This is an optimization exercise on Yosys and OpenROAD, whose aim is small area, not a production implementation. The RTL was checked by simulation tests, not by an equivalence proof against the original design. No activity file was given, so power comes from the tool's default toggle rates.

==> flow/run.sh <==
#!/bin/bash
# synth_recipe.tcl (not shown) runs the flow's synth.tcl, then flattens the netlist and writes it again
# the make line also repeats each setting of config.mk as NAME=value (left out here)
make -C /OpenROAD-flow-scripts/flow DESIGN_CONFIG=/design/flow/config.mk WORK_HOME=/design/flow/orfs CLKGATE_MAP_FILE= SYNTH_SCRIPT=/design/flow/synth_recipe.tcl finish
==> flow/config.mk <==
export PLATFORM = sky130hd
export DESIGN_NAME = dither_top
export DESIGN_NICKNAME = dither_top
export VERILOG_FILES = /design/flow/design.v
export SDC_FILE = /design/flow/constraint.sdc
export NUM_CORES = 4
export LEC_CHECK = 0
export ABC_AREA = 1
export CAP_MARGIN = 20
export CORE_MARGIN = 2
export CORE_UTILIZATION = 60
export SLEW_MARGIN = 20
==> flow/constraint.sdc <==
create_clock -name core_clock -period 7.0 [get_ports {clk}]
set_input_delay 1.4000 -clock core_clock [delete_from_list [all_inputs] [get_ports {clk}]]
set_output_delay 1.4000 -clock core_clock [all_outputs]
set_load 0.01 [all_outputs]
==> flow/design.v <==
module dither_top (
    input  logic [23:0] din,
    input  logic        clk,
    input  logic        rst,
    input  logic        hs_in,
    input  logic        vs_in,
    input  logic        de_in,
    output logic [23:0] dout,
    output logic        hs_out,
    output logic        vs_out,
    output logic        de_out
);
    localparam int NST = 52;
    localparam int NGR = 50;
    logic [NST-1:0] de_sr;
    logic [NST-1:0] hs_sr;
    logic [NST-1:0] vs_sr;
    always_ff @(posedge clk) begin
        de_sr <= {de_sr[NST-2:0], de_in};
        hs_sr <= {hs_sr[NST-2:0], hs_in};
        vs_sr <= {vs_sr[NST-2:0], vs_in};
    end
    logic [5:0] rcnt;
    logic [6:0] rcy;
    logic       ok50;    
    logic       ok51;    
    assign ok51 = rcnt[5] & rcnt[4] & rcnt[2];
    assign ok50 = rcnt[5] & rcnt[4] & (rcnt[2] | (rcnt[1] & rcnt[0]));
    assign rcy[0] = ~ok51;
    for (genvar i = 0; i < 6; i++) begin : g_rcnt
        assign rcy[i+1] = rcy[i] & rcnt[i];
        always_ff @(posedge clk) begin
            rcnt[i] <= ~rst & (rcnt[i] ^ rcy[i]);
        end
    end
    logic [4:0] q_hi;    
    logic       q_cy;    
    logic       de_q;
    logic signed [5:0] w7;
    logic signed [4:0] w5;
    logic signed [3:0] w3;
    logic signed [2:0] w1;
    assign de_q = de_sr[50] & ok50;
    localparam logic [383:0] W7_TAB = 384'b000000111111111111111110111110111100111100111011111011111010111010111001111001110111110111110110110110110101110101110100110100110010110010110001110001110000110000101111101111101101101101101100101100010011010011010010010010010000010000001111001111001110001110001101001101001011001011001010001010001001001001001000001000000110000110000101000101000100000100000011000011000001000001000000;
    localparam logic [319:0] W5_TAB = 320'b00000000000000011111111111111011110111011110111100111001101111011110101101011001110011100111001110001100010111101111011010110101011010110100101001001110011100101001001110011100110101101011000110001011010110101001010010010100101000010000011100111001110011100110001100010100101001000010000011000110001000010000010000100000;
    localparam logic [255:0] W3_TAB = 256'b0000111111111111111111101110111011101101110111011101110011001100110010111011101110111010101010101010100110011001100110001000100010000111011101110111011001100110011001010101010101010100010001000100001100110011001100100010001000100001000100010001000000000000;
    localparam logic [191:0] W1_TAB = 192'b000110110110110110110110110110110110110110110110110101101101101101101101101101101101101101101101101001001001001001001001001001001001001001001001001000000000000000000000000000000000000000000000;
    logic [5:0] widx;
    assign widx = {q_hi, q_cy};
    assign w7 = W7_TAB[widx*6 +: 6];
    assign w5 = W5_TAB[widx*5 +: 5];
    assign w3 = W3_TAB[widx*4 +: 4];
    assign w1 = W1_TAB[widx*3 +: 3];
    logic [11:0] col;
    logic [12:0] ccy;
    assign ccy[0] = 1'b1;
    for (genvar i = 0; i < 12; i++) begin : g_col
        assign ccy[i+1] = ccy[i] & col[i];
        always_ff @(posedge clk) begin
            col[i] <= de_q & (col[i] ^ ccy[i]);
        end
    end
    logic in_line;
    logic ok_m2, ok_m1, ok_0, ok_p1, ok_p2;
    assign in_line = de_q && (col[11:5] == 7'd0);
    assign ok_m2 = in_line && (col[4:0] >= 5'd2) && (col[4:0] < 5'd18);
    assign ok_m1 = in_line && (col[4:0] >= 5'd1) && (col[4:0] < 5'd17);
    assign ok_0  = in_line && (col[4:0] < 5'd16);
    assign ok_p1 = in_line && (col[4:0] < 5'd15);
    assign ok_p2 = in_line && (col[4:0] < 5'd14);
    logic [7:0] gr [NGR];
    logic [7:0] term [NGR+1];    
    logic       tap  [NGR+1];
    logic [7:0] nv [NGR+1];
    always_comb begin
        for (int k = 0; k <= NGR; k++) begin
            term[k] = '0;
            tap[k]  = 1'b0;
        end
        term[1]  = ok_p2 ? 8'(w1) : '0;  tap[1]  = 1'b1;
        term[2]  = ok_p1 ? 8'(w3) : '0;  tap[2]  = 1'b1;
        term[3]  = ok_0  ? 8'(w5) : '0;  tap[3]  = 1'b1;
        term[4]  = ok_m1 ? 8'(w3) : '0;  tap[4]  = 1'b1;
        term[5]  = ok_m2 ? 8'(w1) : '0;  tap[5]  = 1'b1;
        term[25] = ok_p2 ? 8'(w3) : '0;  tap[25] = 1'b1;
        term[26] = ok_p1 ? 8'(w5) : '0;  tap[26] = 1'b1;
        term[27] = ok_0  ? 8'(w7) : '0;  tap[27] = 1'b1;
        term[28] = ok_m1 ? 8'(w5) : '0;  tap[28] = 1'b1;
        term[29] = ok_m2 ? 8'(w3) : '0;  tap[29] = 1'b1;
        term[49] = ok_p2 ? 8'(w5) : '0;  tap[49] = 1'b1;
        term[50] = ok_p1 ? 8'(w7) : '0;  tap[50] = 1'b1;
    end
    logic [5:0] ls, lc;
    logic [7:0] lx, ly;
    logic [8:0] lcy;
    for (genvar i = 0; i < 6; i++) begin : g_csa
        assign ls[i] = din[18+i] ^ din[9+i] ^ din[2+i];
        assign lc[i] = (din[18+i] & din[9+i]) | (din[2+i] & (din[18+i] ^ din[9+i]));
    end
    assign lx = {1'b0, din[15], ls};
    assign ly = {1'b0, lc, 1'b0};
    assign lcy[0] = 1'b0;
    for (genvar i = 0; i < 8; i++) begin : g_luma
        assign nv[0][i] = lx[i] ^ ly[i] ^ lcy[i];
        assign lcy[i+1] = (lx[i] & ly[i]) | (lcy[i] & (lx[i] ^ ly[i]));
    end
    for (genvar k = 1; k <= NGR; k++) begin : g_add
        if (k == 1 || k == 2 || k == 3 || k == 4 || k == 5 || k == 25 || k == 26 || k == 27 ||
            k == 28 || k == 29 || k == 49 || k == 50) begin : g_tap
            logic [7:0] a, b, s;
            logic [8:0] cy;
            assign a = gr[k-1];
            assign b = term[k];
            assign cy[0] = 1'b0;
            for (genvar i = 0; i < 8; i++) begin : g_bit
                assign s[i] = a[i] ^ b[i] ^ cy[i];
                assign cy[i+1] = (a[i] & b[i]) | (cy[i] & (a[i] ^ b[i]));
                assign nv[k][i] = (s[i] & cy[8]) | (s[i] & ~b[7]) | (cy[8] & ~b[7]);
            end
        end else begin : g_pass
            assign nv[k] = gr[k-1];
        end
    end
    always_ff @(posedge clk) begin
        for (int k = 0; k < NGR; k++) gr[k] <= nv[k];
        q_hi <= nv[NGR][7:3];
        q_cy <= nv[NGR][7] & nv[NGR][2] & nv[NGR][1] & nv[NGR][0];
    end
    logic lvl;
    always_ff @(posedge clk) begin
        lvl <= q_hi[4];
    end
    assign dout   = {24{lvl}};
    assign de_out = de_sr[51] & ok51;
    assign hs_out = hs_sr[51] & ok51;
    assign vs_out = vs_sr[51] & ok51;
endmodule
==> results.sh, run 1 <==
export IMPL_slew_viol_final=0
export IMPL_synth_top_family_by_area="adder cells"
export IMPL_track_usage_pct=17.2
export IMPL_crit_chain="inv_1, o21ai_0, inv_1, nor2_1, a31oi_1, nor2_1, ha_1, inv_1, fa_1, inv_1, fa_1, fa_1, fa_1, fa_1, fa_1, fa_1, o21ai_1, nand3_1"
export IMPL_cts_buffers=53
export IMPL_reg2regPathDepth=18
export IMPL_fin_area_sq_mm=0.0194
export IMPL_cp_slowest_cell="fa_1"
export IMPL_min_period_over_period_pct=74.3
export IMPL_placed_area_sq_mm=0.0176
export IMPL_holdPathStages=0
export IMPL_drive_above_1_share_pct=9.21
export IMPL_cts_reportedPaths_clkPinSlew_ns=0.06
export IMPL_critPathMaxStageDelay_ns=0.52
export IMPL_num_io_pins=56
export IMPL_required_ns=7.42
export IMPL_core_area_sq_mm=0.0277
export IMPL_finalHoldViolCount=0
export IMPL_synth_common_cells="dfxtp_1, inv_1, nand2_1, fa_1, nor2_1"
export IMPL_cts_htree_levels=2
export IMPL_path_max_fanout=13
export IMPL_cp_start_kind="flop"
export IMPL_syn_avg_cell_area_sq_um=13.0
export IMPL_ys_ff_latch=581
export IMPL_die_y_um=172
export IMPL_worstPathArrival_ns=5.62
export IMPL_drt_first_pass_iters=5
export IMPL_num_rows=61
export IMPL_fin_cells=1779
export IMPL_yosysUniqueCellTypes=38
export IMPL_yosysWarningCount=5
export IMPL_synth_top_flop_cell="dfxtp_1"
export IMPL_async_flop_share_pct=0
export IMPL_die_width_um=172
export IMPL_cp_common_cell="fa_1"
export IMPL_use_met2_pct=27.6
export IMPL_root_buffer="clkbuf_16"
export IMPL_cellLeakagePower_nw=8.53
export IMPL_synth_compound_area_share_pct=3.13
export IMPL_grtUsageMet3_pct=3.34
export IMPL_start_util_pct=60.9
export IMPL_muxShareOfSynthArea_pct=0.0593
export IMPL_place_inst=1682
export IMPL_clkSinkCount=581
export IMPL_diodes=0
export IMPL_drt_iter0_drc=324
export IMPL_antenna_found_initial=0
export IMPL_grt_start_max_net_pins=25
export IMPL_nets=1528
export IMPL_vdd_ir_drop_worst_uv=318
export IMPL_setup_tns_final_ns=0
export IMPL_synth_area_leaders="dfxtp_1, fa_1, inv_1, nand2_1, ha_1"
export IMPL_drc=0
export IMPL_netlist_area_leader_share_pct=68.9
export IMPL_syn_inst=1293
export IMPL_p_per_area_mw_per_mm2=391
export IMPL_drv_cap=0
export IMPL_syn_nets=1462
export IMPL_yosysTopAreaCell="dfxtp_1"
export IMPL_maxSlewHeadroom_pct=29.5
export IMPL_syn2layout_area_growth_pct=14.8
export IMPL_synth_area_sq_mm=0.0169
export IMPL_setup_worst_path_class="reg2reg"
export IMPL_layout_min_cycle_time_ns=5.20
export IMPL_dieArea_sq_mm=0.0295
export IMPL_avgViaCountPerCell=4.60
export IMPL_finalSetupViolCount=0
export IMPL_hold_class="reg2reg"
export IMPL_grt_setup_unrepaired="no"
export IMPL_synth_adder_area_share_pct=15.1
export IMPL_gp_congestion=0.817
export IMPL_grt_pass1_wl_um=39900
export IMPL_ctsResizeCount=0
export IMPL_synth_most_common_cell="dfxtp_1"
export IMPL_critPathCaptureType="flop"
export IMPL_top_usage_layer="met2"
export IMPL_synth_simple_gate_area_share_pct=7.77
export IMPL_synth_enable_flop_cells=0
export IMPL_post_cts_buffers=0
export IMPL_grt_pass1_vias=8349
export IMPL_finalWirelength_um=23300
export IMPL_overflow=0
export IMPL_clockBufferDepth=3
export IMPL_vias=8177
export IMPL_numPortBuffers=50
export IMPL_wl_per_cell_um=13.1
export IMPL_met1_usage_pct=23.2
export IMPL_outcome="finished clean"
export IMPL_finClkSkew_ns=0.0199
export IMPL_ant_nets=0
export IMPL_seq_area_frac_synth_pct=68.9
export IMPL_hold_buffers=0
export IMPL_insertion_delay_ns=0.57
export IMPL_dp_final_hpwl_um=15600
export IMPL_synth_xor_area_share_pct=0.104
export IMPL_cts_tree="done"
export IMPL_tightestPinTransition_ns=1.05
export IMPL_fmax_ghz=0.192
-- flip-flops by register name, indices dropped and copies added, names as in the netlist --
name	flops
lvl	1
q_hi	5
vs_sr	52
gr	400
hs_sr	52
q_cy	1
col	12
de_sr	52
rcnt	6
-- critical path, delay by kind of cell, from the launching register on --
kind,cells,cell delay [ns]
fa+ha+maj,8,2.84
compound gates,3,0.94
buf+inv,4,0.55
flops,1,0.45
simple gates,3,0.28
-- per-stage QoR --
stage / setup slack (ns) / hold slack [ns] / power (mW) / utilization, %
floorplan: 2.62 / 0.310 / 4.62 / -
global placement: 1.86 / 0.310 / 4.79 / 63.5
detailed placement: 1.84 / 0.312 / 4.81 / 63.5
CTS: 1.81 / 0.317 / 7.67 / 69.9
global route: 1.41 / 0.325 / 7.94 / 69.9
finish: 1.80 / 0.320 / 7.56 / 69.9
-- cells in the final DEF, fill, tap and decap left out, types with 12 or more instances in the layout --
master           Yosys  routed
a21oi_1             31      31
clkbuf_16            0      53
clkdlybuf4s50_1      0      50
clkinv_2             0      12
dfxtp_1            581     581
fa_1               106     106
ha_1                34      34
inv_1              144     144
nand2_1            130     130
nand2_2             16      16
nand3_1             54      54
nor2_1              55      55
o21ai_0             29      29
o21ai_1             22      22
-- kinds of logic (layout without fill, tap and decap cells) --
logic type,after synthesis,after routing
multiplexers,1,1
buffers and inverters,190,298
XOR/XNOR,2,2
AO/OA/AOI/OAI,97,97
flip-flops,581,581
adder cells (fa/ha/maj),140,140
AND/OR/NAND/NOR,282,282
-- power by group --
part           internal, mW  total, mW  switching [mW]
sequential             4.12       4.36           0.236
combinational         0.176      0.379           0.203
clock                  1.64       2.83            1.18
total                  5.94       7.56            1.62
-- path summary, 6_finish.rpt --
path	startpoint	end	slack, ns
worst max-delay path	q_hi[3]	gr[1][6]	1.80
worst min-delay path	gr[14][5]	gr[15][5]	0.32
worst max register to register	q_hi[3]	gr[1][6]	1.80
worst min register to register	gr[14][5]	gr[15][5]	0.32
-- layer usage --
metal / wire length [um] / vias up / share of wire, %
li1: - / 4086 / -
met1: 10800 / 3860 / 46
met2: 10700 / 176 / 46
met3: 1210 / 55 / 5.2
met4: 697 / 0 / 3.0
met5: 0 / - / 0
-- layout make-up --
class | instances | area (sq um)
Inverter | 150 | 566
Timing Repair Buffer | 51 | 508
Fill cell | 1979 | 8350
Clock inverter | 25 | 290
Tap cell | 378 | 473
Sequential cell | 581 | 11600
Clock buffer | 72 | 1480
Multi-Input combinational cell | 522 | 4410
==> run 2, diff against run 1 <==
--- a/flow/config.mk
+++ b/flow/config.mk
@@ -9,4 +9,6 @@
 export CAP_MARGIN = 20
 export CORE_MARGIN = 2
 export CORE_UTILIZATION = 60
+export CTS_BUF_LIST = sky130_fd_sc_hd__clkbuf_4 sky130_fd_sc_hd__clkbuf_8
+export CTS_CLUSTER_SIZE = 30
 export SLEW_MARGIN = 20
==> results.sh, run 2 <==
export IMPL_outcome="finished clean"
export IMPL_hold_class="reg2reg"
export IMPL_path_buf_inv=4
export IMPL_crit_start="q_hi[3]"
export IMPL_drt_first_pass_iters=5
export IMPL_yosysWarningCount=5
export IMPL_setup_tns_final_ns=0
export IMPL_critPathCaptureType="flop"
export IMPL_root_buffer="clkbuf_8"
export IMPL_cellLeakagePower_nw=8.63
export IMPL_crit_chain="inv_1, o21ai_0, inv_1, nor2_1, a31oi_1, nor2_1, ha_1, inv_1, fa_1, inv_1, fa_1, fa_1, fa_1, fa_1, fa_1, fa_1, o21ai_1, nand3_1"
export IMPL_core_area_sq_mm=0.0277
export IMPL_finalHoldViolCount=0
export IMPL_num_rows=61
export IMPL_final_common_cell="dfxtp_1"
export IMPL_fmax_ghz=0.192
export IMPL_vias=8304
export IMPL_ant_nets=0
export IMPL_syn_inst=1293
export IMPL_post_cts_buffers=0
export IMPL_ctsResizeCount=0
export IMPL_finalWirelength_um=23200
export IMPL_syn2layout_area_growth_pct=15.0
export IMPL_clkSinkCount=581
export IMPL_cp_start_kind="flop"
export IMPL_nets=1560
export IMPL_largest_reg_flops=400
export IMPL_vdd_ir_drop_worst_uv=276
export IMPL_final_cell_mix="dfxtp_1, inv_1, nand2_1"
export IMPL_diodes=0
export IMPL_synth_enable_flop_cells=0
export IMPL_reg2reg_slack_ns=1.80
export IMPL_syn_avg_cell_area_sq_um=13.0
export IMPL_cts_tree="done"
export IMPL_cp_slowest_cell="fa_1"
export IMPL_insertion_delay_ns=0.61
export IMPL_track_usage_pct=17.1
export IMPL_synth_area_leaders="dfxtp_1, fa_1, inv_1, nand2_1, ha_1"
export IMPL_maxSlewHeadroom_pct=32.3
export IMPL_dp_slack_ns=1.84
export IMPL_worstPathArrival_ns=5.66
export IMPL_grt_setup_unrepaired="no"
export IMPL_cts_reportedPaths_clkPinSlew_ns=0.06
export IMPL_async_flop_share_pct=0
export IMPL_start_util_pct=60.9
export IMPL_cp_common_cell="fa_1"
export IMPL_report_power_total_mw=7.44
export IMPL_grt_pass1_wl_um=39500
export IMPL_slew_viol_final=0
export IMPL_path_depth=18
export IMPL_die_y_um=172
export IMPL_gp_congestion=0.817
export IMPL_avgViaCountPerCell=4.53
export IMPL_regMostFlops="gr"
export IMPL_fillerInstances=1990
export IMPL_drv_cap=0
export IMPL_yosysUniqueCellTypes=38
export IMPL_grt_pass1_vias=8456
export IMPL_drt_iter0_drc=335
export IMPL_netlist_area_leader_share_pct=68.9
export IMPL_numPortBuffers=50
export IMPL_die_width_um=172
export IMPL_reg2regPathDepth=18
export IMPL_rr_endpoint="gr[1][6]"
export IMPL_finClkSkew_ns=0.0228
export IMPL_path_max_fanout=13
export IMPL_seq_area_frac_synth_pct=68.9
export IMPL_dieArea_sq_mm=0.0295
export IMPL_overflow=0
export IMPL_setup_ws_ns=1.80
export IMPL_num_io_pins=56
export IMPL_wl_per_cell_um=12.6
export IMPL_synth_most_common_cell="dfxtp_1"
export IMPL_grt_start_max_net_pins=25
export IMPL_p_per_area_mw_per_mm2=384
export IMPL_dp_final_hpwl_um=15600
export IMPL_synth_area_sq_mm=0.0169
export IMPL_min_period_over_period_pct=74.3
export IMPL_syn_nets=1462
export IMPL_antenna_found_initial=0
export IMPL_cts_buffers=85
export IMPL_yosysTopAreaCell="dfxtp_1"
export IMPL_reg2reg_from="q_hi[3]"
export IMPL_endpoint="gr[1][6]"
export IMPL_setup_worst_path_class="reg2reg"
export IMPL_critPathTopFamily="adder cells"
export IMPL_tightestPinTransition_ns=1.01
export IMPL_finalSetupViolCount=0
export IMPL_drc=0
export IMPL_layout_min_cycle_time_ns=5.20
export IMPL_hold_ws_ns=0.304
export IMPL_hold_buffers=0
export IMPL_drive_above_1_share_pct=13.4
export IMPL_cts_htree_levels=3
export IMPL_synth_common_cells="dfxtp_1, inv_1, nand2_1, fa_1, nor2_1"
export IMPL_synth_top_flop_cell="dfxtp_1"
export IMPL_ys_ff_latch=581
export IMPL_required_ns=7.46
export IMPL_critPathMaxStageDelay_ns=0.52
export IMPL_clockBufferDepth=3
[run 2: cell counts after synthesis]
Identical to the previous run, type by type.
[run 2: through the flow]
step	cell area (sq um)	utilization [%]	std cells
after global placement	17600	63.5	1682
after detailed placement	17600	63.5	1682
after CTS	19400	70.0	1834
final	19400	70.0	1834
after global routing	19400	70.0	1834
after floorplan	16900	-	1293
[run 2: logic make-up after synthesis]
| group | share of synthesized area, % |
|---|---|
| flip-flops | 68.9 |
| AO/OA/AOI/OAI | 3.13 |
| XOR/XNOR | 0.104 |
| AND/OR/NAND/NOR | 7.77 |
| buffers and inverters | 4.89 |
| multiplexers | 0.0593 |
| adder cells (fa/ha/maj) | 15.1 |
[run 2: layer usage]
metal | GRT usage (%) | up-vias | wire (um)
met5 | 0 | - | 0
met2 | 26.5 | 173 | 10500
met4 | 7.92 | 0 | 636
met3 | 4.39 | 48 | 1100
met1 | 22.8 | 3919 | 10900
li1 | - | 4164 | -
[run 2: report_power, final]
group / switching [mW] / internal, mW
combinational: 0.202 / 0.175
clock: 1.18 / 1.53
sequential: 0.232 / 4.12
[run 2: worst min-delay path by stage]
stage,slack (ns),from,depth (start not counted),endpoint
final,0.30,gr[32][2],0,gr[33][2]
after global routing,0.30,gr[38][4],0,gr[39][4]
after CTS,0.30,gr[34][2],0,gr[35][2]
after detailed placement,0.31,gr[5][3],0,gr[6][3]
after global placement,0.31,gr[42][7],0,gr[43][7]
after floorplan,0.31,de_sr[9],0,de_sr[10]
[run 2: worst reg2reg max path, stage by stage (launching register included)]
cell	delay, ns
dfxtp_1	0.45
inv_1	0.33
o21ai_0	0.18
inv_1	0.12
nor2_1	0.04
a31oi_1	0.41
nor2_1	0.10
ha_1	0.20
inv_1	0.07
fa_1	0.15
inv_1	0.05
fa_1	0.37
fa_1	0.38
fa_1	0.38
fa_1	0.40
fa_1	0.43
fa_1	0.52
o21ai_1	0.34
nand3_1	0.14
[run 2: final cells by class]
type / instances / area, sq um / area share [%]
repair buffers: 51 / 508 / 2.62
clock inverters: 18 / 143 / 0.735
clock buffers: 134 / 1670 / 8.60
inverters: 150 / 566 / 2.91
multi-input cells: 522 / 4410 / 22.7
well taps: 378 / 473 / 2.44
flip-flops and latches: 581 / 11600 / 59.9
==> run 3, diff against run 2 <==
==> flow/flow/run.sh (new file) <==
#!/bin/bash
# Layout flow: the standard flow (standard.sh, unchanged synthesis), with
#  - clock tree: larger sink clusters on clkbuf_8 leaf buffers and no dummy loads
#  - port buffers: the smallest buffer cell instead of the resizer's pick
# Every tool's full output goes to standard.log here and to ORFS's own per-step logs under orfs/logs.
set -euo pipefail
export CTS_ARGS="-sink_clustering_enable -repair_clock_nets -dont_use_dummy_load -sink_clustering_size 25 -sink_clustering_max_diameter 60 -buf_list sky130_fd_sc_hd__clkbuf_16"
export BUFFER_PORTS_ARGS="-buffer_cell sky130_fd_sc_hd__buf_1"
bash standard.sh finish > standard.log 2>&1
==> flow/standard.sh (new file) <==
#!/bin/bash
# synth_recipe.tcl (not shown) runs the flow's synth.tcl, then flattens the netlist and writes it again
# the make line also repeats each setting of config.mk as NAME=value (left out here)
make -C /OpenROAD-flow-scripts/flow DESIGN_CONFIG=/design/flow/config.mk WORK_HOME=/design/flow/orfs CLKGATE_MAP_FILE= SYNTH_SCRIPT=/design/flow/synth_recipe.tcl "${@:-finish}"
--- a/flow/config.mk
+++ b/flow/config.mk
@@ -9,6 +9,4 @@
 export CAP_MARGIN = 20
 export CORE_MARGIN = 2
 export CORE_UTILIZATION = 60
-export CTS_BUF_LIST = sky130_fd_sc_hd__clkbuf_4 sky130_fd_sc_hd__clkbuf_8
-export CTS_CLUSTER_SIZE = 30
 export SLEW_MARGIN = 20
removed: flow/run.sh
==> results.sh, run 3 <==
export IMPL_outcome="finished clean"
export IMPL_drt_iter0_drc=320
export IMPL_min_period_over_period_pct=73.5
export IMPL_wl_per_cell_um=13.0
export IMPL_core_area_sq_mm=0.0277
export IMPL_holdPathStages=0
export IMPL_ctsResizeCount=0
export IMPL_reg2reg_slack_ns=1.85
export IMPL_synth_common_cells="dfxtp_1, inv_1, nand2_1, fa_1, nor2_1"
export IMPL_ant_nets=0
export IMPL_rr_endpoint="gr[1][6]"
export IMPL_track_usage_pct=16.2
export IMPL_diodes=0
export IMPL_grt_setup_unrepaired="no"
export IMPL_crit_chain="inv_1, o21ai_0, inv_1, nor2_1, a31oi_1, nor2_1, ha_1, inv_1, fa_1, inv_1, fa_1, fa_1, fa_1, fa_1, fa_1, fa_1, o21ai_1, nand3_1"
export IMPL_dieArea_sq_mm=0.0295
export IMPL_finalSetupViolCount=0
export IMPL_p_per_area_mw_per_mm2=361
export IMPL_cp_slowest_cell="fa_1"
export IMPL_overflow=0
export IMPL_gp_congestion=0.842
export IMPL_cp_common_cell="fa_1"
export IMPL_cp_start_kind="flop"
export IMPL_critPathTopFamily="adder cells"
export IMPL_cellLeakagePower_nw=7.99
export IMPL_finalWirelength_um=22300
export IMPL_finalHoldViolCount=0
export IMPL_vias=7969
export IMPL_min_from="gr[21][3]"
export IMPL_synth_top_family_by_area="adder cells"
export IMPL_final_cell_mix="dfxtp_1, inv_1, nand2_1"
export IMPL_netlist_area_leader_share_pct=68.9
export IMPL_async_flop_share_pct=0
export IMPL_syn_inst=1293
export IMPL_hold_class="reg2reg"
export IMPL_setup_worst_path_class="reg2reg"
export IMPL_avgViaCountPerCell=4.64
export IMPL_cts_tree="done"
export IMPL_min_to="gr[22][3]"
export IMPL_path_buf_inv=4
export IMPL_grt_start_max_net_pins=26
export IMPL_yosysUniqueCellTypes=38
export IMPL_drc=0
export IMPL_fillerInstances=2095
export IMPL_clockBufferDepth=3
export IMPL_reg2reg_from="q_hi[3]"
export IMPL_syn2layout_area_growth_pct=7.77
export IMPL_die_width_um=172
export IMPL_reg2regPathDepth=18
export IMPL_final_common_cell="dfxtp_1"
export IMPL_cts_reportedPaths_clkPinSlew_ns=0.08
export IMPL_finClkSkew_ns=0.0570
export IMPL_seq_area_frac_synth_pct=68.9
export IMPL_synth_compound_area_share_pct=3.13
export IMPL_regMostFlops="gr"
export IMPL_drt_first_pass_iters=5
export IMPL_start_util_pct=60.9
export IMPL_synth_most_common_cell="dfxtp_1"
export IMPL_path_max_fanout=13
export IMPL_tightestPinTransition_ns=0.980
export IMPL_dp_slack_ns=1.89
export IMPL_numPortBuffers=50
export IMPL_insertion_delay_ns=0.53
export IMPL_root_buffer="clkbuf_16"
export IMPL_drv_cap=0
export IMPL_layout_min_cycle_time_ns=5.15
export IMPL_yosysTopAreaCell="dfxtp_1"
export IMPL_synth_xor_area_share_pct=0.104
export IMPL_setup_ws_ns=1.85
export IMPL_synth_enable_flop_cells=0
export IMPL_syn_avg_cell_area_sq_um=13.0
export IMPL_synth_simple_gate_area_share_pct=7.77
export IMPL_die_y_um=172
export IMPL_grt_pass1_vias=7977
export IMPL_drive_above_1_share_pct=5.90
export IMPL_maxSlewHeadroom_pct=33.9
export IMPL_required_ns=7.31
export IMPL_largest_reg_flops=400
export IMPL_setup_tns_final_ns=0
export IMPL_antenna_found_initial=0
export IMPL_dp_final_hpwl_um=15500
export IMPL_synth_adder_area_share_pct=15.1
export IMPL_cts_htree_levels=2
export IMPL_worstPathArrival_ns=5.46
export IMPL_synth_area_leaders="dfxtp_1, fa_1, inv_1, nand2_1, ha_1"
export IMPL_synth_top_flop_cell="dfxtp_1"
export IMPL_yosysWarningCount=5
export IMPL_cts_buffers=36
export IMPL_syn_nets=1462
export IMPL_critPathMaxStageDelay_ns=0.52
export IMPL_clkSinkCount=581
export IMPL_nets=1511
export IMPL_muxShareOfSynthArea_pct=0.0593
export IMPL_num_rows=61
export IMPL_fmax_ghz=0.194
export IMPL_ys_ff_latch=581
export IMPL_grt_pass1_wl_um=37700
export IMPL_num_io_pins=56
export IMPL_slew_viol_final=0
export IMPL_synth_area_sq_mm=0.0169
export IMPL_post_cts_buffers=0
export IMPL_vdd_ir_drop_worst_uv=289
export IMPL_hold_buffers=0
export IMPL_critPathCaptureType="flop"
==> run 3: stage by stage <==
| stage | instance area [sq um] | util [%] | hold slack (ns) | total power [mW] | std cells |
|---|---|---|---|---|---|
| floorplan | 16900 | - | 0.310 | 4.62 | 1293 |
| global placement | 17300 | 62.4 | 0.310 | 4.79 | 1682 |
| detailed placement | 17300 | 62.4 | 0.312 | 4.81 | 1682 |
| CTS | 18200 | 65.6 | 0.284 | 6.66 | 1718 |
| global route | 18200 | 65.6 | 0.282 | 6.92 | 1718 |
| finish | 18200 | 65.6 | 0.288 | 6.57 | 1718 |
==> run 3: worst max-delay path by stage <==
| stage | start | depth (start not counted) | to |
|---|---|---|---|
| floorplan | q_hi[0] | 20 | gr[1][0] |
| global placement | q_hi[3] | 18 | gr[1][6] |
| detailed placement | q_hi[4] | 13 | gr[5][3] |
| CTS | q_hi[3] | 18 | gr[1][6] |
| global route | q_hi[3] | 18 | gr[1][6] |
| finish | q_hi[3] | 18 | gr[1][6] |
==> run 3: layer usage <==
metal | global-route usage [%] | up-vias | routed length [um]
met5 | 0 | - | 0
met4 | 4.35 | 0 | 406
met3 | 2.90 | 34 | 851
met2 | 27.2 | 128 | 10400
met1 | 21.9 | 3794 | 10600
li1 | - | 4013 | -
==> run 3: worst register-to-register path, delay by kind of cell, from the launching register on <==
kind                     cells  cell delay [ns]
AND/OR/NAND/NOR              3             0.31
flip-flops                   1             0.43
buffers and inverters        4             0.57
adder cells (fa/ha/maj)      8             2.82
AO/OA/AOI/OAI                3             0.87
==> run 3: area by class of cell <==
| type | count | area [sq um] | area share (%) |
|---|---|---|---|
| clock buffer | 36 | 901 | 4.96 |
| multi-input combinational | 522 | 4410 | 24.3 |
| timing repair buffer | 51 | 195 | 1.07 |
| sequential | 581 | 11600 | 64.0 |
| tap | 378 | 473 | 2.60 |
| inverter | 150 | 566 | 3.11 |
==> run 3: power breakdown <==
| part | switching (mW) | total, mW | internal, mW |
|---|---|---|---|
| Sequential | 0.231 | 4.35 | 4.12 |
| Combinational | 0.205 | 0.372 | 0.167 |
| Clock | 0.932 | 1.85 | 0.913 |
| Total | 1.37 | 6.57 | 5.20 |
==> run 3: kinds of logic (layout without fill, tap and decap cells) <==
| kind of cell | count (synthesis) | count (layout) |
|---|---|---|
| AOI/OAI and AO/OA | 97 | 97 |
| xor gates and xnor gates | 2 | 2 |
| adders and majority gates | 140 | 140 |
| buffers and inverters | 190 | 237 |
| DFF | 581 | 581 |
| muxes | 1 | 1 |
| and+or+nand+nor | 282 | 282 |
==> run 4, diff against run 3 <==
==> flow/flow/run.sh (replaced) <==
#!/bin/bash
# Layout flow: the standard flow (standard.sh, unchanged synthesis), with
#  - clock tree: larger sink clusters on clkbuf_8 leaf buffers and no dummy loads
#  - port buffers: the smallest buffer cell instead of the resizer's pick
# Every tool's full output goes to standard.log here and to ORFS's own per-step logs under orfs/logs.
set -euo pipefail
export CTS_ARGS="-sink_clustering_enable -repair_clock_nets -dont_use_dummy_load -sink_clustering_size 16 -sink_clustering_max_diameter 50 -buf_list sky130_fd_sc_hd__clkbuf_8"
export BUFFER_PORTS_ARGS="-buffer_cell sky130_fd_sc_hd__buf_1"
bash standard.sh finish > standard.log 2>&1
==> results.sh, run 4 <==
export IMPL_outcome="finished clean"
export IMPL_ant_nets=0
export IMPL_slew_viol_final=0
export IMPL_grt_pass1_wl_um=37700
export IMPL_overflow=0
export IMPL_async_flop_share_pct=0
export IMPL_post_cts_buffers=0
export IMPL_critPathMaxStageDelay_ns=0.62
export IMPL_cts_reportedPaths_clkPinSlew_ns=0.09
export IMPL_clkSinkCount=581
export IMPL_ys_ff_latch=581
export IMPL_fmax_ghz=0.198
export IMPL_die_width_um=172
export IMPL_finalHoldViolCount=0
export IMPL_synth_xor_area_share_pct=0.104
export IMPL_yosysUniqueCellTypes=38
export IMPL_finalSetupViolCount=0
export IMPL_yosysWarningCount=5
export IMPL_num_io_pins=56
export IMPL_nets=1522
export IMPL_synth_enable_flop_cells=0
export IMPL_fin_cells=1729
export IMPL_path_depth=16
export IMPL_rr_endpoint="gr[1][0]"
export IMPL_finalWirelength_um=22100
export IMPL_num_rows=61
export IMPL_cts_tree="done"
export IMPL_yosysTopAreaCell="dfxtp_1"
export IMPL_drc=0
export IMPL_p_per_area_mw_per_mm2=347
export IMPL_tightestPinTransition_ns=1.00
export IMPL_antenna_found_initial=0
export IMPL_seq_area_frac_synth_pct=68.9
export IMPL_finClkSkew_ns=0.0778
export IMPL_synth_area_leaders="dfxtp_1, fa_1, inv_1, nand2_1, ha_1"
export IMPL_drv_cap=0
export IMPL_crit_chain="nand2_2, inv_2, nand4_2, nand2_2, inv_4, nand2_2, nor2_1, buf_4, fa_1, fa_1, fa_1, fa_1, fa_1, fa_1, o21ai_1, nand3_1"
export IMPL_cellLeakagePower_nw=7.88
export IMPL_synth_most_common_cell="dfxtp_1"
export IMPL_syn2layout_area_growth_pct=6.26
export IMPL_avgViaCountPerCell=4.60
export IMPL_grt_setup_unrepaired="no"
export IMPL_cp_common_cell="fa_1"
export IMPL_root_buffer="clkbuf_8"
export IMPL_insertion_delay_ns=0.59
export IMPL_track_usage_pct=16.2
export IMPL_numPortBuffers=50
export IMPL_place_inst=1682
export IMPL_core_area_sq_mm=0.0277
export IMPL_syn_inst=1293
export IMPL_final_cell_mix="dfxtp_1, inv_1, nand2_1"
export IMPL_fin_util_pct=64.7
export IMPL_critPathTopFamily="adder cells"
export IMPL_drt_first_pass_iters=4
export IMPL_regMostFlops="gr"
export IMPL_reg2reg_slack_ns=1.95
export IMPL_cp_start_kind="flop"
export IMPL_synth_area_sq_mm=0.0169
export IMPL_final_common_cell="dfxtp_1"
export IMPL_worstPathArrival_ns=5.43
export IMPL_largest_reg_flops=400
export IMPL_syn_avg_cell_area_sq_um=13.0
export IMPL_min_period_over_period_pct=72.1
export IMPL_path_buf_inv=3
export IMPL_reg2reg_from="q_hi[2]"
export IMPL_endpoint="gr[1][0]"
export IMPL_maxSlewHeadroom_pct=32.5
export IMPL_clockBufferDepth=3
export IMPL_muxShareOfSynthArea_pct=0.0593
export IMPL_netlist_area_leader_share_pct=68.9
export IMPL_ctsResizeCount=0
export IMPL_cp_slowest_cell="dfxtp_1"
export IMPL_grt_pass1_vias=8004
export IMPL_dp_final_hpwl_um=15500
export IMPL_synth_top_family_by_area="adder cells"
export IMPL_dieArea_sq_mm=0.0295
export IMPL_setup_worst_path_class="reg2reg"
export IMPL_synth_compound_area_share_pct=3.13
export IMPL_drt_iter0_drc=304
export IMPL_crit_start="q_hi[2]"
export IMPL_setup_tns_final_ns=0
export IMPL_synth_adder_area_share_pct=15.1
export IMPL_start_util_pct=60.9
export IMPL_cts_htree_levels=2
export IMPL_grt_start_max_net_pins=25
export IMPL_vdd_ir_drop_worst_uv=302
export IMPL_cts_buffers=47
export IMPL_reg2regPathDepth=16
export IMPL_synth_top_flop_cell="dfxtp_1"
export IMPL_vias=7950
export IMPL_drive_above_1_share_pct=6.66
export IMPL_synth_simple_gate_area_share_pct=7.77
export IMPL_wl_per_cell_um=12.8
export IMPL_diodes=0
export IMPL_path_max_fanout=17
export IMPL_hold_ws_ns=0.289
export IMPL_layout_min_cycle_time_ns=5.05
export IMPL_die_y_um=172
export IMPL_syn_nets=1462
export IMPL_hold_class="reg2reg"
export IMPL_gp_congestion=0.842
export IMPL_fillerInstances=2110
export IMPL_critPathCaptureType="flop"
export IMPL_synth_common_cells="dfxtp_1, inv_1, nand2_1, fa_1, nor2_1"
export IMPL_hold_buffers=0
export IMPL_required_ns=7.38
## run 4: cell counts after synthesis
Identical to the previous run, type by type.
## run 4: how the worst min path moves through the flow
stage	endpoint	start	cells after the start	slack, ns
2_1_floorplan	de_sr[10]	de_sr[9]	0	0.31
4_1_cts	gr[38][1]	gr[37][1]	0	0.28
5_1_grt	gr[30][0]	gr[29][0]	0	0.29
3_3_place_gp	gr[20][4]	gr[19][4]	0	0.31
6_report	gr[38][1]	gr[37][1]	0	0.29
3_5_place_dp	gr[12][7]	gr[11][7]	0	0.31
## run 4: worst register-to-register path: cells and delay by family (launching register included)
kind,cells,cell delay (ns)
adder cells (fa/ha/maj),6,2.53
AND/OR/NAND/NOR,6,1.02
flip-flops,1,0.62
buffers and inverters,3,0.41
AO/OA/AOI/OAI,1,0.31
## run 4: logic make-up after synthesis
logic type / count (synthesis)
xor gates and xnor gates: 2
AOI/OAI and AO/OA: 97
muxes: 1
buffers and inverters: 190
and+or+nand+nor: 282
adders and majority gates: 140
DFF: 581
## run 4: metrics by stage
step,power [mW],cell area [sq um],setup slack [ns]
6_report,6.22,17900,1.95
5_1_grt,6.59,17900,1.55
4_1_cts,6.33,17900,1.94
3_5_place_dp,4.81,17300,1.89
3_3_place_gp,4.79,17300,1.89
2_1_floorplan,4.62,16900,2.62
## run 4: routing by layer
metal  track usage [%]  vias to the layer above  part of all wire, %
li1                  -                     4015                    -
met1              21.8                     3781                   48
met2              26.8                      118                   46
met3              3.41                       36                  4.2
met4              4.68                        0                  1.9
met5                 0                        -                    0
## run 4: area by class of cell
type                    count  area, sq um  area share [%]
clock buffers              47          647            3.61
inverters                 150          566            3.15
multi-input cells         522         4410            24.6
flip-flops and latches    581        11600            64.9
well taps                 378          473            2.64
repair buffers             51          195            1.09
## run 4: where the power goes
group          switching [mW]  leakage, nW  internal, mW
sequential              0.228         4.90          4.11
combinational           0.201         2.65         0.166
clock                   0.911        0.338         0.600
==> run 5, diff against run 4 <==
==> flow/design.v (replaced) <==
module dither_top (
    input  logic [23:0] din,
    input  logic        clk,
    input  logic        rst,
    input  logic        hs_in,
    input  logic        vs_in,
    input  logic        de_in,
    output logic [23:0] dout,
    output logic        hs_out,
    output logic        vs_out,
    output logic        de_out
);
    localparam int NST = 52;
    localparam int NGR = 50;
    logic [NST-1:0] de_sr;
    logic [NST-1:0] hs_sr;
    logic [NST-1:0] vs_sr;
    always_ff @(posedge clk) begin
        de_sr <= {de_sr[NST-2:0], de_in};
        hs_sr <= {hs_sr[NST-2:0], hs_in};
        vs_sr <= {vs_sr[NST-2:0], vs_in};
    end
    logic [5:0] rcnt;
    logic       ok50;    
    logic       ok51;    
    assign ok51 = rcnt[5] & rcnt[4] & rcnt[2];
    assign ok50 = rcnt[5] & rcnt[4] & (rcnt[2] | (rcnt[1] & rcnt[0]));
    always_ff @(posedge clk) begin
        if (rst)
            rcnt <= '0;
        else if (!ok51)
            rcnt <= rcnt + 6'd1;
    end
    logic [4:0] q_hi;    
    logic       q_cy;    
    logic       de_q;
    logic [11:0] col;    
    logic signed [7:0] qs;
    logic signed [7:0] w7, w5, w3, w1;
    assign de_q = de_sr[50] & ok50;
    assign qs = 8'($signed(q_hi + {4'b0, q_cy}));
    assign w3 = qs >>> 1;
    assign w7 = (qs >>> 1) + qs - (qs >>> 2);
    assign w5 = qs - (qs >>> 3);
    assign w1 = (qs >>> 3) + (qs >>> 4);
    always_ff @(posedge clk) begin
        col <= de_q ? col + 12'd1 : 12'd0;
    end
    logic in_line;
    logic ok_m2, ok_m1, ok_0, ok_p1, ok_p2;
    assign in_line = de_q && (col[11:5] == 7'd0);
    assign ok_m2 = in_line && (col[4:0] >= 5'd2) && (col[4:0] < 5'd18);
    assign ok_m1 = in_line && (col[4:0] >= 5'd1) && (col[4:0] < 5'd17);
    assign ok_0  = in_line && (col[4:0] < 5'd16);
    assign ok_p1 = in_line && (col[4:0] < 5'd15);
    assign ok_p2 = in_line && (col[4:0] < 5'd14);
    logic [7:0] gr [NGR];
    logic signed [7:0] term [NGR+1];
    logic [7:0] nv [NGR+1];
    always_comb begin
        for (int k = 0; k <= NGR; k++) term[k] = '0;
        term[1]  = ok_p2 ? w1 : '0;
        term[2]  = ok_p1 ? w3 : '0;
        term[3]  = ok_0  ? w5 : '0;
        term[4]  = ok_m1 ? w3 : '0;
        term[5]  = ok_m2 ? w1 : '0;
        term[25] = ok_p2 ? w3 : '0;
        term[26] = ok_p1 ? w5 : '0;
        term[27] = ok_0  ? w7 : '0;
        term[28] = ok_m1 ? w5 : '0;
        term[29] = ok_m2 ? w3 : '0;
        term[49] = ok_p2 ? w5 : '0;
        term[50] = ok_p1 ? w7 : '0;
    end
    assign nv[0] = (din[23:16] >> 2) + (din[15:8] >> 1) + (din[7:0] >> 2);
    for (genvar k = 1; k <= NGR; k++) begin : g_add
        logic signed [9:0] s;
        assign s = $signed({2'b00, gr[k-1]}) + 10'(term[k]);
        assign nv[k] = s[9] ? 8'd0 : s[8] ? 8'd255 : s[7:0];
    end
    always_ff @(posedge clk) begin
        for (int k = 0; k < NGR; k++) gr[k] <= nv[k];
        q_hi <= nv[NGR][7:3];
        q_cy <= nv[NGR][7] & (&nv[NGR][2:0]);
    end
    logic lvl;
    always_ff @(posedge clk) begin
        lvl <= q_hi[4];
    end
    assign dout   = {24{lvl}};
    assign de_out = de_sr[51] & ok51;
    assign hs_out = hs_sr[51] & ok51;
    assign vs_out = vs_sr[51] & ok51;
endmodule
==> flow/run.sh (new file) <==
#!/bin/bash
# synth_recipe.tcl (not shown) runs the flow's synth.tcl, then flattens the netlist and writes it again
# the make line also repeats each setting of config.mk as NAME=value (left out here)
make -C /OpenROAD-flow-scripts/flow DESIGN_CONFIG=/design/flow/config.mk WORK_HOME=/design/flow/orfs CLKGATE_MAP_FILE= SYNTH_SCRIPT=/design/flow/synth_recipe.tcl finish
--- a/flow/config.mk
+++ b/flow/config.mk
@@ -5,8 +5,7 @@
 export SDC_FILE = /design/flow/constraint.sdc
 export NUM_CORES = 4
 export LEC_CHECK = 0
-export ABC_AREA = 1
 export CAP_MARGIN = 20
 export CORE_MARGIN = 2
-export CORE_UTILIZATION = 60
+export CORE_UTILIZATION = 40
 export SLEW_MARGIN = 20
removed: flow/flow/run.sh
removed: flow/standard.sh
==> results.sh, run 5 <==
export IMPL_synth_enable_flop_cells=0
export IMPL_synth_area_leaders="dfxtp_1, ha_1, a21oi_1, xor2_1, nor2_1"
export IMPL_vias=10100
export IMPL_endpoint="q_hi[3]"
export IMPL_syn_avg_cell_area_sq_um=12.1
export IMPL_clockBufferDepth=3
export IMPL_avgViaCountPerCell=4.46
export IMPL_antenna_found_initial=0
export IMPL_core_area_sq_mm=0.0455
export IMPL_cp_start_kind="flop"
export IMPL_min_from="gr[44][3]"
export IMPL_worstPathArrival_ns=5.46
export IMPL_path_max_fanout=11
export IMPL_netlist_area_leader_share_pct=62.9
export IMPL_reg2reg_slack_ns=2.04
export IMPL_dp_slack_ns=2.05
export IMPL_tightestPinTransition_ns=0.910
export IMPL_diodes=0
export IMPL_drt_first_pass_iters=4
export IMPL_gp_congestion=0.853
export IMPL_outcome="finished clean"
export IMPL_drv_cap=0
export IMPL_place_inst=2158
export IMPL_dp_final_hpwl_um=19300
export IMPL_crit_chain="ha_1, ha_1, nand3_1, xnor2_2, buf_4, ha_1, xnor2_1, ha_1, or2_2, a21oi_1, nor2b_1, ha_1, o21a_1, a211o_1, a21oi_1, a31oi_1, o221a_2"
export IMPL_root_buffer="clkbuf_16"
export IMPL_fmax_ghz=0.202
export IMPL_hold_ws_ns=0.316
export IMPL_clkSinkCount=581
export IMPL_cp_common_cell="ha_1"
export IMPL_drc=0
export IMPL_regMostFlops="gr"
export IMPL_critPathCaptureType="flop"
export IMPL_final_cell_mix="dfxtp_1, a21oi_1, ha_1"
export IMPL_cts_tree="done"
export IMPL_p_per_area_mw_per_mm2=378
export IMPL_reg2regPathDepth=17
export IMPL_rr_endpoint="q_hi[3]"
export IMPL_overflow=0
export IMPL_synth_most_common_cell="dfxtp_1"
export IMPL_synth_common_cells="dfxtp_1, a21oi_1, ha_1, nor2_1, inv_1"
export IMPL_slew_viol_final=0
export IMPL_vdd_ir_drop_worst_uv=232
export IMPL_track_usage_pct=12.2
export IMPL_reg2reg_from="q_cy"
export IMPL_yosysWarningCount=4
export IMPL_finalHoldViolCount=0
export IMPL_critPathTopFamily="adder cells"
export IMPL_synth_top_flop_cell="dfxtp_1"
export IMPL_finalSetupViolCount=0
export IMPL_insertion_delay_ns=0.61
export IMPL_path_buf_inv=1
export IMPL_finClkSkew_ns=0.0248
export IMPL_report_power_total_mw=8.14
export IMPL_syn_nets=1713
export IMPL_dieArea_sq_mm=0.0480
export IMPL_finalWirelength_um=28000
export IMPL_setup_tns_final_ns=0
export IMPL_fin_area_sq_mm=0.0215
export IMPL_cts_htree_levels=2
export IMPL_yosysTopAreaCell="dfxtp_1"
export IMPL_yosysUniqueCellTypes=64
export IMPL_path_depth=17
export IMPL_cp_slowest_cell="ha_1"
export IMPL_min_period_over_period_pct=70.8
export IMPL_largest_reg_flops=400
export IMPL_final_common_cell="dfxtp_1"
export IMPL_fin_cells=2260
export IMPL_wl_per_cell_um=12.4
export IMPL_cts_buffers=55
export IMPL_numPortBuffers=50
export IMPL_setup_ws_ns=2.04
export IMPL_seq_area_frac_synth_pct=62.9
export IMPL_hold_class="reg2reg"
export IMPL_setup_worst_path_class="reg2reg"
export IMPL_cts_reportedPaths_clkPinSlew_ns=0.06
export IMPL_cellLeakagePower_nw=9.39
export IMPL_num_io_pins=56
export IMPL_die_width_um=219
export IMPL_fin_util_pct=47.3
export IMPL_nets=1793
export IMPL_grt_pass1_vias=9997
export IMPL_post_cts_buffers=0
export IMPL_num_rows=78
export IMPL_synth_area_sq_mm=0.0185
export IMPL_grt_setup_unrepaired="no"
export IMPL_syn2layout_area_growth_pct=16.3
export IMPL_hold_buffers=0
export IMPL_grt_pass1_wl_um=47300
export IMPL_start_util_pct=40.7
export IMPL_syn_inst=1535
export IMPL_async_flop_share_pct=0
export IMPL_holdPathStages=0
export IMPL_drt_iter0_drc=494
export IMPL_crit_start="q_cy"
export IMPL_maxSlewHeadroom_pct=39.3
export IMPL_grt_start_max_net_pins=25
export IMPL_critPathMaxStageDelay_ns=0.63
export IMPL_placed_area_sq_mm=0.0196
export IMPL_ys_ff_latch=581
export IMPL_ant_nets=0
export IMPL_drive_above_1_share_pct=7.77
export IMPL_required_ns=7.50
export IMPL_ctsResizeCount=0
export IMPL_die_y_um=219
export IMPL_layout_min_cycle_time_ns=4.96
## run 5: cell count changes after synthesis, sizes merged, moves of 18 or more
cell,before,now
o21a,0,22
fa,106,21
a21o,0,24
nand3,57,10
xor2,0,57
xnor2,2,54
nor2,66,120
nand2,149,31
a21oi,31,136
inv,148,107
nor2b,0,18
ha,34,128
## run 5: worst min-delay path by stage
| stage | endpoint | slack (ns) |
|---|---|---|
| 5_1_grt | gr[41][5] | 0.32 |
| 3_3_place_gp | gr[15][4] | 0.31 |
| 6_report | gr[45][3] | 0.32 |
| 3_5_place_dp | de_sr[25] | 0.31 |
| 2_1_floorplan | de_sr[10] | 0.31 |
| 4_1_cts | gr[41][5] | 0.32 |
## run 5: layout make-up
cell class              count  area [sq um]
fillers                  4108         24000
flip-flops and latches    581         11600
multi-input cells         816          6260
clock buffers              74          1530
well taps                 600           751
repair buffers             54           531
clock inverters            28           419
inverters                 107           402
## run 5: metal layers
| metal | up-vias | routed length, um | global-route usage (%) |
|---|---|---|---|
| met3 | 55 | 1150 | 2.76 |
| met2 | 122 | 12000 | 19.1 |
| li1 | 5289 | - | - |
| met5 | - | 0 | 0 |
| met4 | 0 | 792 | 4.84 |
| met1 | 4617 | 14000 | 16.3 |
## run 5: cells by family after synthesis
kind of cell	synth area share [%]
flip-flops	62.9
AO/OA/AOI/OAI	10.5
AND/OR/NAND/NOR	6.74
adder cells (fa/ha/maj)	10.9
buffers and inverters	3.31
XOR/XNOR	5.58
multiplexers	0.108
## run 5: report_power, final
| part | leakage (nW) | internal (mW) | total [mW] | switching (mW) |
|---|---|---|---|---|
| clock network | 0.947 | 1.84 | 3.07 | 1.23 |
| registers | 4.90 | 4.15 | 4.36 | 0.214 |
| logic | 3.55 | 0.339 | 0.704 | 0.365 |
| total | 9.39 | 6.33 | 8.14 | 1.81 |

-- re-timing with driven ports --
The flow's constraints put no driver on any port. The routed layouts listed below were extracted and timed again, unchanged, in two steps.
Step 1, drivers: a clkbuf_16 drives clk and a buf_2 each remaining input, both assumed.
Step 2 times the ports against the registers' clock, not the clock port: input delays grow and output delays shrink by t, the midpoint of the rising clock arrivals with the driver on.
Three values: no drivers, after step 1, after step 2; two values: the first two.
| run | shift t [ns] | setup slack, ns | clock arrival spread, ns | worst slew at a driven data input, ns | cell pins on the clock port's net |
|---|---|---|---|---|---|
| run 1 | 0.607 | 1.797 / 1.797 / 1.797 | 0.021 / 0.021 | 0.04 | 1 |
| run 2 | 0.641 | 1.797 / 1.797 / 1.797 | 0.029 / 0.028 | 0.04 | 1 |
| run 3 | 0.546 | 1.853 / 1.853 / 1.853 | 0.067 / 0.067 | 0.03 | 1 |
| run 4 | 0.598 | 1.952 / 1.952 / 1.952 | 0.078 / 0.079 | 0.03 | 1 |
| run 5 | 0.647 | 2.043 / 2.043 / 2.043 | 0.033 / 0.033 | 0.04 | 1 |
After both steps setup and hold are still met in every run listed.
